What follows belongs to an exercise in optimizing a design on an open flow for small area and a short achievable clock period; a production flow would make more cautious choices. Function was checked by simulation only, so behaviour that the tests miss may differ from the original. No activity file was given, so power comes from the tool's default toggle rates. The flow treats the clock pin as an ideal source, which a real chip does not have.

==> flow/design.v (excerpt) <==
module md4_stream_driver #(
  parameter int unsigned MSG_DEPTH  = 256,
  parameter int unsigned ADDR_W     = 8,
  parameter int unsigned SIZE_W     = 64,
  parameter int unsigned HASH_BYTES = 16
) (
  input  logic                    CLK,
  input  logic                    RESET_N,
  input  logic                    WR_EN,
  input  logic [ADDR_W-1:0]       WR_ADDR,
  input  logic [7:0]              WR_DATA,
  input  logic [SIZE_W-1:0]       MSG_LEN,
  input  logic                    START,
  output logic                    BUSY,
  output logic                    DONE,
  output logic                    ERROR,
  output logic [8*HASH_BYTES-1:0] DIGEST,
  output logic                    HC_START,
  input  logic                    HC_BUSY,
  input  logic                    HC_DONE,
  output logic [SIZE_W-1:0]       HC_SIZE,
  output logic [7:0]              HC_IN_BYTE,
  output logic                    HC_IN_EMPTY,
  input  logic                    HC_IN_READ,
  input  logic [7:0]              HC_OUT_BYTE,
  output logic                    HC_OUT_FULL,
  input  logic                    HC_OUT_WRITE
);
Size in the first run: about 5,000 cells after synthesis, about 300 I/O pins, roughly 85,000 sq um of cells after synthesis.
Settings: LEC_CHECK=0, CAP_MARGIN=20, CORE_MARGIN=2, CORE_UTILIZATION=60, SETUP_SLACK_MARGIN=3.0, SLEW_MARGIN=20, SYNTH_HIERARCHICAL=1; clock period 5.5 ns.
standard.sh (not shown) runs the stock make flow with config.mk's settings and CLKGATE_MAP_FILE= SYNTH_SCRIPT=/design/flow/synth_recipe.tcl, a recipe that flattens the netlist after the stock synthesis.
==> flow/flow/run.sh <==
#!/bin/bash
# Standard ORFS layout (the standard.sh) with two changes:
#  - ports are buffered with buf_2 instead of the default delay buffer;
#  - clock tree synthesis clusters up to 30 sinks per leaf buffer within
#    80 um and inserts no dummy loads.
set -euo pipefail
export BUFFER_PORTS_ARGS="-buffer_cell sky130_fd_sc_hd__buf_2"
export CTS_ARGS="-sink_clustering_enable -repair_clock_nets -dont_use_dummy_load -sink_clustering_size 30 -sink_clustering_max_diameter 80"
bash standard.sh > standard_flow.log 2>&1
The baseline produced a clean layout.
Next try:
SETUP_SLACK_MARGIN = 3.2   (was 3.0)
Clock power goes up slightly. Design area grows by a few percent. Cell count rose slightly.
Next try:
==> flow/flow/run.sh (replaced) <==
#!/bin/bash
# Standard ORFS layout (the standard.sh) with two changes:
#  - ports are buffered with buf_1 instead of the default delay buffer;
#  - clock tree synthesis clusters up to 30 sinks per leaf buffer within
#    80 um and inserts no dummy loads.
set -euo pipefail
export BUFFER_PORTS_ARGS="-buffer_cell sky130_fd_sc_hd__buf_1"
export CTS_ARGS="-sink_clustering_enable -repair_clock_nets -dont_use_dummy_load -sink_clustering_size 30 -sink_clustering_max_diameter 80"
bash standard.sh > standard_flow.log 2>&1
SETUP_SLACK_MARGIN = 3.1   (was 3.2)
Effect: The new run ran to the end with no violations; final area goes down slightly; setup slack is better by 0.031 ns; total power is about the same; clock skew grows by 0.024 ns; die area does not change; synthesized cell count does not change; routed wire length came out lower slightly; synthesized area does not change; global-route usage grows by 0.18 points; cell count decreases slightly; clock power grows slightly.
Next try:
CORE_UTILIZATION = 50   (was 60)
SETUP_SLACK_MARGIN = 3.0   (was 3.1)
- setup slack improved by 0.035 ns
- global-route usage shrinks by 5.9 points
- synthesized cell count is unchanged
- design area shrinks by 0.48%
- sequential cell count does not change
- routed wire length shrinks by 1.1%
- die area grows by 20%
- worst hold slack improved by 0.036 ns
- via count shrinks by 0.88%
Next try:
CORE_UTILIZATION = 60   (was 50)
Effect: Synthesized area is unchanged. Setup slack gets worse by 0.018 ns. Die area shrinks by about a fifth. Clock skew shrinks by 0.036 ns. Utilization is higher by 11 points. Count of clock-buffer cells in the layout is lower by 10. Final cell count came out lower by a few percent.

========
== the baseline ==
Another version of the RTL of md4_stream_driver (not shown whole).
For scale: about 4,800 cells after synthesis, roughly 2,300 flip-flops, about 300 I/O pins.
Settings: LEC_CHECK=0, CAP_MARGIN=20, CORE_MARGIN=2, CORE_UTILIZATION=72, SETUP_SLACK_MARGIN=3.0, SLEW_MARGIN=20, SYNTH_HIERARCHICAL=1; clock period 5.5 ns.
==> flow/flow/run.sh <==
#!/bin/bash
# Standard ORFS layout (the standard.sh) with two changes:
#  - ports are buffered with buf_2 instead of the default delay buffer;
#  - clock tree synthesis clusters up to 30 sinks per leaf buffer within
#    80 um and inserts no dummy loads.
set -euo pipefail
export BUFFER_PORTS_ARGS="-buffer_cell sky130_fd_sc_hd__buf_2"
export CTS_ARGS="-sink_clustering_enable -repair_clock_nets -dont_use_dummy_load -sink_clustering_size 30 -sink_clustering_max_diameter 80"
bash standard.sh > standard_flow.log 2>&1
The baseline | stages: all done | timing, DRC, antenna: all pass
Input changes introduced in the candidate (baseline for comparison: the baseline):
Settings: CORE_UTILIZATION now 60, was 72.
==> comparison <==
The candidate went all the way through the flow, and no timing, DRC or antenna check failed.
Final cell count, the candidate vs the baseline: up by a few percent
Going from the baseline to the candidate, logic depth of the worst setup path including buffers went up 1, final wirelength went up about 5%.
The candidate -> the baseline: sequential cell count delta 0, exact match
The candidate ends up with higher tapcell count than the baseline does.

========
Starting RTL as in the previous note.
clock: 5.5 ns
lec_check: 0
cap_margin: 20
core_margin: 2
core_utilization: 60
setup_slack_margin: 3.0
slew_margin: 20
synth_hierarchical: 1
tns_end_percent: 5
Scripts as last shown in full above: flow/flow/run.sh
Edit:
SETUP_SLACK_MARGIN = 2.9   (was 3.0)
TNS_END_PERCENT = unset   (was 5)
Setup slack is worse by 0.036 ns.
Critical path depth does not change.
Register-to-register slack hardly moves.
Cell count went down by about 0.56%.
Design area went down by 0.68%.
Via count stays flat.
Clock-buffer cell count climbs by 1.
Die area stays the same.
Routed wire length grows by about 1.2%.
Utilization is lower by 0.45 points.
Sequential power hardly moves.

========
Setup of try-garnet:
Another version of the RTL of md4_stream_driver (not shown whole).
Size in the first run: roughly 2300 flip-flops, ~84000 um^2 of cells after synthesis.
==> flow/config.mk <==
export PLATFORM = sky130hd
export DESIGN_NAME = md4_stream_driver
export DESIGN_NICKNAME = md4_stream_driver
export VERILOG_FILES = /design/flow/design.v
export SDC_FILE = /design/flow/constraint.sdc
export NUM_CORES = 4
export LEC_CHECK = 0
export CAP_MARGIN = 20
export CORE_MARGIN = 2
export CORE_UTILIZATION = 60
export SETUP_SLACK_MARGIN = 3.0
export SLEW_MARGIN = 20
export SYNTH_HIERARCHICAL = 1
==> flow/constraint.sdc <==
create_clock -name core_clock -period 5.5 [get_ports {CLK}]
set_input_delay 1.1000 -clock core_clock [delete_from_list [all_inputs] [get_ports {CLK}]]
set_output_delay 1.1000 -clock core_clock [all_outputs]
set_load 0.01 [all_outputs]
Scripts as last shown in full above: flow/flow/run.sh
try-garnet: full flow OK, the timing, design-rule and antenna checks passed
Edits applied to the flow inputs when going from try-garnet to try-xenon:
==> flow/flow/run.sh <==
#!/bin/bash
# Standard ORFS layout (the standard.sh) with two changes:
#  - ports are buffered with buf_1 instead of the default delay buffer;
#  - clock tree synthesis clusters up to 24 sinks per leaf buffer within
#    70 um and inserts no dummy loads.
set -euo pipefail
export BUFFER_PORTS_ARGS="-buffer_cell sky130_fd_sc_hd__buf_1"
export CTS_ARGS="-sink_clustering_enable -repair_clock_nets -dont_use_dummy_load -sink_clustering_size 24 -sink_clustering_max_diameter 70"
bash standard.sh > standard_flow.log 2>&1
Findings:
Compare try-xenon and try-garnet | last weighted congestion value of the routability-driven placer higher: try-garnet. Total power on try-xenon is behind try-garnet. try-garnet has a lower net total in the final layout than try-xenon. The net switching power in try-xenon was higher than what try-garnet gave. Between try-garnet and try-xenon, the global-route wire length before repair does not differ in any meaningful way. When try-xenon is measured against try-garnet, its fraction of the cycle the final worst path needs turns out 0.20 points higher. Looking at power consumed by the clock network, try-xenon sits 18% higher than try-garnet does. Comparing try-xenon and try-garnet, the lower fmax is on try-xenon. Cmp try-xenon vs try-garnet: layout overhead on the synthesized area higher in try-xenon. The setup slack of try-xenon is smaller than that of try-garnet.
The inputs of try-fjord differ from those of try-xenon as listed below.
- changing SETUP_SLACK_MARGIN from 3.0 to 3.1
==> flow/flow/run.sh <==
#!/bin/bash
# Standard ORFS layout (the standard.sh) with two changes:
#  - ports are buffered with buf_1 instead of the default delay buffer;
#  - clock tree synthesis clusters up to 30 sinks per leaf buffer within
#    80 um and inserts no dummy loads.
set -euo pipefail
export BUFFER_PORTS_ARGS="-buffer_cell sky130_fd_sc_hd__buf_1"
export CTS_ARGS="-sink_clustering_enable -repair_clock_nets -dont_use_dummy_load -sink_clustering_size 30 -sink_clustering_max_diameter 80"
bash standard.sh > standard_flow.log 2>&1
Notes after the runs:
- | count of clock-net buffers in the final layout | lower: try-fjord |
- Comparing final cell count for try-xenon and try-fjord, the smaller number came from try-fjord.
- For leakage power, try-xenon and try-fjord come out practically identical.
- Delta (try-fjord minus try-xenon): area share of buffers outside the clock network increased 0.46 points, number of resized instances in the post-cts repair step climbed about 54%, period utilization decreased by 2.1 points relative to the old numbers.
- Time the final worst path needs with I/O delays and setup, try-xenon and try-fjord: smaller value in try-fjord
Edits applied to the flow inputs when going from try-fjord to try-delta:
- SETUP_SLACK_MARGIN: 3.1 -> 3.0
Findings:
Compared with try-fjord, try-delta shows a higher required time at the endpoint of the critical path. r_part_n[63]$_DFFE_PP_ as the capture point of the critical path was reported by try-delta, and r_part_n[31]$_DFFE_PP_ by try-fjord. Looking at antenna cell count, try-delta sits 2 above try-fjord. Diff try-fjord..try-delta | share of the final layout cell area in multi-input gates | negligible. Comparing try-delta and try-fjord, the lower number of buffers created by CTS was measured on try-fjord. In try-delta the arrival time of data at the critical path endpoint turned out 0.14 ns higher than in try-fjord. Re worst setup slack: try-delta and try-fjord aren't equal, and the higher value belongs to try-fjord. Buffering stage count on the worst path with inverters included came out exactly the same in try-delta and try-fjord. Compared with try-fjord, try-delta degrades minimum clock period. Delta (try-delta minus try-fjord): cell count ~0 delta; post-DP HPWL fell 2300 um; worst-case hold slack higher.
Input changes introduced in try-lagoon (baseline for comparison: try-delta):
- CORE_UTILIZATION now 65, was 60
- SETUP_SLACK_MARGIN now 3.1, was 3.0
## What came out
- Number of buffers other than clock buffers in the final layout: try-lagoon and try-delta compared, lower one is try-lagoon
- Compared with try-delta, try-lagoon is the less power-hungry design.
- try-lagoon against try-delta: number of cells in the finished layout apart from fillers went down; area added between synthesis and finish has remained practically unchanged.
- Row setup slack: try-lagoon higher / try-delta lower
- Compared try-lagoon against try-delta; total non-filler cell area in the finished layout within noise.
The following lists how try-yarrow was set up differently from try-lagoon:
- changing CORE_UTILIZATION from 65 to 55
- changing SETUP_SLACK_MARGIN from 3.1 to 3.0
==> summary.txt <==
Per the comparison of try-yarrow with try-lagoon, well tap count rose by about 17%, core occupancy in the finished layout went down 10 points, clock skew saw an increase, hold slack went up.
Portion of total power attributed to sequential cells: try-yarrow < try-lagoon
Power dissipated by switching net loads (lower): try-lagoon
Relative to try-lagoon, total power increased by 0.00040 W in try-yarrow.

==> re-timing with driven ports <==
How much do the figures lean on ideal ports? The routed layouts below were timed once more, with nothing changed but the port constraints.
Step 1 (the two cells are an assumption about what drives the block):
set clk [get_ports {CLK}]
set_driving_cell -lib_cell sky130_fd_sc_hd__clkbuf_16 $clk
set_driving_cell -lib_cell sky130_fd_sc_hd__buf_2 [delete_from_list [all_inputs] $clk]
Step 2 also shifts input and output timing later by t, the mid clock arrival at the registers, as if the neighbouring blocks saw the same clock.
Slacks: ideal ports / drivers / drivers and shift; pairs: ideal ports / drivers.
run | t, ns | setup WS [ns] | hold slack, ns | latest minus earliest clock arrival (ns)
the first run of note 1 | 0.803 | 2.963 / 2.963 / 2.284 | 0.442 / 0.389 / 0.467 | 0.084 / 0.085
the second run of note 1 | 0.810 | 2.900 / 2.950 / 2.140 | 0.435 / 0.373 / 0.469 | 0.073 / 0.073
the third run of note 1 | 0.804 | 2.932 / 2.986 / 2.187 | 0.431 / 0.372 / 0.470 | 0.104 / 0.104
the fourth run of note 1 | 0.820 | 2.967 / 2.967 / 2.319 | 0.466 / 0.431 / 0.466 | 0.104 / 0.104
the fifth run of note 1 | 0.821 | 2.949 / 2.934 / 2.302 | 0.415 / 0.356 / 0.468 | 0.074 / 0.074
the baseline | 0.787 | 2.812 / 2.732 / 1.944 | 0.468 / 0.468 / 0.468 | 0.072 / 0.073
the candidate | 0.813 | 2.909 / 2.909 / 2.165 | 0.459 / 0.459 / 0.459 | 0.086 / 0.086
the first run of note 3 | 0.808 | 2.739 / 2.746 / 1.938 | 0.454 / 0.454 / 0.454 | 0.073 / 0.072
the second run of note 3 | 0.806 | 2.703 / 2.754 / 1.948 | 0.455 / 0.455 / 0.455 | 0.090 / 0.090
try-garnet | 0.794 | 2.932 / 2.932 / 2.371 | 0.454 / 0.396 / 0.468 | 0.070 / 0.070
try-xenon | 0.842 | 2.921 / 2.921 / 2.304 | 0.404 / 0.345 / 0.469 | 0.057 / 0.056
try-fjord | 0.797 | 3.035 / 2.984 / 2.404 | 0.424 / 0.370 / 0.475 | 0.090 / 0.090
try-delta | 0.821 | 2.926 / 2.926 / 2.301 | 0.447 / 0.382 / 0.475 | 0.073 / 0.074
try-lagoon | 0.804 | 3.026 / 3.023 / 2.323 | 0.450 / 0.399 / 0.471 | 0.077 / 0.077
try-yarrow | 0.820 | 2.913 / 2.913 / 2.322 | 0.467 / 0.416 / 0.467 | 0.071 / 0.072
After both steps setup and hold are still met in every run listed. For the baseline, which loses most, drivers alone change the setup slack by -0.080 ns; drivers and shift together by -0.868 ns.
